This design comes from an exercise in tuning for small area, a short achievable clock period and few clock cycles per item on the open sky130 flow, not from production work.
Where RTL was checked, it was by simulation tests only, not by an equivalence proof against the original.

## the previous run
==> flow/design.v <==
`default_nettype none
module pwd_processor (
    input  logic       clk,
    input  logic       rst_n,
    input  logic       in_valid,
    input  logic [8:0] in_data,
    output logic       busy,
    output logic       out_valid,
    output logic [8:0] out_data
);
    logic       vreg;
    logic [8:0] x;
    always_ff @(posedge clk or negedge rst_n) begin
        if (!rst_n) vreg <= 1'b0;
        else        vreg <= in_valid & ~busy;
    end
    always_ff @(posedge clk) x <= in_data;
    logic [8:0] d [4];       
    logic [2:0] m;           
    logic [2:0] r;           
    logic       done_col;    
    logic signed [8:0] dmin, dmax;    
    logic [8:0] h;           
    logic       cin;         
    logic       even;        
    logic       fresh;       
    logic [2:0] cnt;
    logic       pend, load, pop, ins;
    logic [2:0] rs;
    assign cnt  = m - r;
    assign pend = done_col | (~vreg & (cnt != 3'd0));
    assign pop  = (r != 3'd0);
    assign load = pend & (r[2:1] == 2'b00);
    assign ins  = vreg;
    assign rs   = load ? m : r;
    function automatic [8:0] decode(input [8:0] w);
        reg [8:0] t;
        begin
            t = {1'b0, w[7:4], 3'b000} + {3'b000, w[7:4], 1'b0} + {5'b0, w[3:0]};
            decode = w[8] ? (9'd33 - t) : (t - 9'd33);
        end
    endfunction
    logic signed [8:0] dx;
    assign dx = decode(x);
    logic [4:0] g, hpos;
    always_comb begin
        for (int i = 0; i < 4; i++)
            g[i] = (3'(i) >= rs) && (3'(i) < m) && ($signed(x) > $signed(d[i]));
        g[4] = 1'b0;
        for (int i = 0; i < 5; i++)
            hpos[i] = g[i] | (3'(i) == m);
    end
    logic [8:0] pre [5];
    always_comb begin
        for (int i = 0; i < 5; i++) begin
            if (ins && i > 0 && g[i-1])
                pre[i] = d[i-1];
            else if (ins && hpos[i])
                pre[i] = x;
            else
                pre[i] = (i < 4) ? d[i] : x;
        end
    end
    always_ff @(posedge clk) begin
        for (int i = 0; i < 4; i++)
            d[i] <= pop ? pre[i+1] : pre[i];
    end
    logic first_word;
    assign first_word = (rs == m);
    logic [8:0] lo_raw, hi_raw;
    logic signed [9:0] sum;
    always_comb begin
        lo_raw = d[m[1:0] - 2'd1];
        hi_raw = r[0] ? d[1] : d[0];
        if (!cnt[0])
            sum = {dmin[8], dmin} + {dmax[8], dmax};
        else
            sum = {hi_raw[8], hi_raw} + {lo_raw[8], lo_raw};
    end
    always_ff @(posedge clk or negedge rst_n) begin
        if (!rst_n) begin
            m        <= '0;
            r        <= '0;
            done_col <= 1'b0;
        end else begin
            m        <= m + 3'(ins) - 3'(pop);
            r        <= load ? cnt : r - 3'(pop);
            done_col <= pend & ~load;
        end
    end
    always_ff @(posedge clk) begin
        if (ins) begin
            if (first_word || dx < dmin) dmin <= dx;
            if (first_word || dx > dmax) dmax <= dx;
        end
        if (load) begin
            h    <= sum[9:1];
            cin  <= ~(sum[9] & sum[0]);
            even <= ~cnt[0];
        end
        fresh <= load | (fresh & ~pop);
    end
    logic [2:0] r_next;
    assign r_next = load ? cnt : r - 3'(pop);
    always_ff @(posedge clk or negedge rst_n) begin
        if (!rst_n) busy <= 1'b0;
        else        busy <= ((vreg & ~in_valid) | busy) & (r_next >= 3'd3);
    end
    logic       c_valid, c_first;
    logic [8:0] c_reg;
    logic [8:0] v;
    assign v = even ? decode(d[0]) : d[0];
    always_ff @(posedge clk or negedge rst_n) begin
        if (!rst_n) c_valid <= 1'b0;
        else        c_valid <= pop;
    end
    always_ff @(posedge clk) begin
        c_reg   <= v + ~h + 9'(cin);
        c_first <= fresh;
    end
    function automatic [8:0] div3(input signed [10:0] a);
        reg signed [10:0] q;
        begin
            q = a / 11'sd3;
            div3 = q[8:0];
        end
    endfunction
    logic signed [10:0] acc;
    assign acc = {out_data[8], out_data[8], out_data, 1'b0} + {c_reg[8], c_reg[8], c_reg};
    always_ff @(posedge clk or negedge rst_n) begin
        if (!rst_n) out_valid <= 1'b0;
        else        out_valid <= c_valid;
    end
    always_ff @(posedge clk) begin
        out_data <= c_first ? c_reg : div3(acc);
    end
endmodule
`default_nettype wire
export LEC_CHECK = 0
export CAP_MARGIN = 20
export CORE_MARGIN = 2
export CORE_UTILIZATION = 40
export SLEW_MARGIN = 20
create_clock -name core_clock -period 18.0 [get_ports {clk}]
run.sh (not shown) runs the stock make flow with config.mk's settings and CLKGATE_MAP_FILE= SYNTH_SCRIPT=/design/flow/synth_recipe.tcl, a recipe that flattens the netlist after the stock synthesis.
Input changes introduced in the current run (baseline for comparison: the previous run):
--- a/flow/design.v
+++ b/flow/design.v
@@ -43,11 +43,11 @@
     logic signed [8:0] dx;
     assign dx = decode(x);
     logic [4:0] g, hpos;
     always_comb begin
         for (int i = 0; i < 4; i++)
-            g[i] = (3'(i) >= rs) && (3'(i) < m) && ($signed(x) > $signed(d[i]));
+            g[i] = (3'(i) >= rs) && (3'(i) < m) && ({~x[8], x[7:0]} > {~d[i][8], d[i][7:0]});
         g[4] = 1'b0;
         for (int i = 0; i < 5; i++)
             hpos[i] = g[i] | (3'(i) == m);
     end
     logic [8:0] pre [5];
Notes after the runs:
| data required time at the worst endpoint | the current run vs the previous run | ≈ equal |. The flip-flop and latch count on the current run is in line with that on the previous run. Final hold slack: the current run vs the previous run, no meaningful difference. Comparing the current run and the previous run, the higher worst setup slack is on the current run. The current run vs the previous run, global-route usage went down by 0.45 points. The adder-cell share of the synthesized area number comes out lower for the previous run vs the current run. Lower share of final-layout standard cells stronger than drive strength 1 was reported by the previous run, not the current run. Relative to the previous run, post-synthesis compound-gate area fraction has gone up in the current run.
Testbench counts of the current run, summed over its fixed seeds: cycles 8,547, bursts 2,400.
No functional check of the RTL was part of the previous run.

-- re-timing with driven ports --
In the flow no input, the clock included, has a driving cell. The finished layouts below were timed again as built, in two steps. Step 1, drivers: a clkbuf_16 drives clk and a buf_2 each remaining input, both assumed. Step 2 times the ports against the registers' clock, not the clock port: input delays grow and output delays shrink by t, the midpoint of the rising clock arrivals with the driver on. a / b / c = no drivers / after step 1 / after step 2; a / b = the first two.
run | t (ns) | slack for setup (ns) | worst slew at a driven data input, ns
the previous run | 0.400 | 11.591 / 11.591 / 11.591 | 0.03
the current run | 0.402 | 11.964 / 11.964 / 11.964 | 0.03
After both steps setup and hold are still met in every run listed.
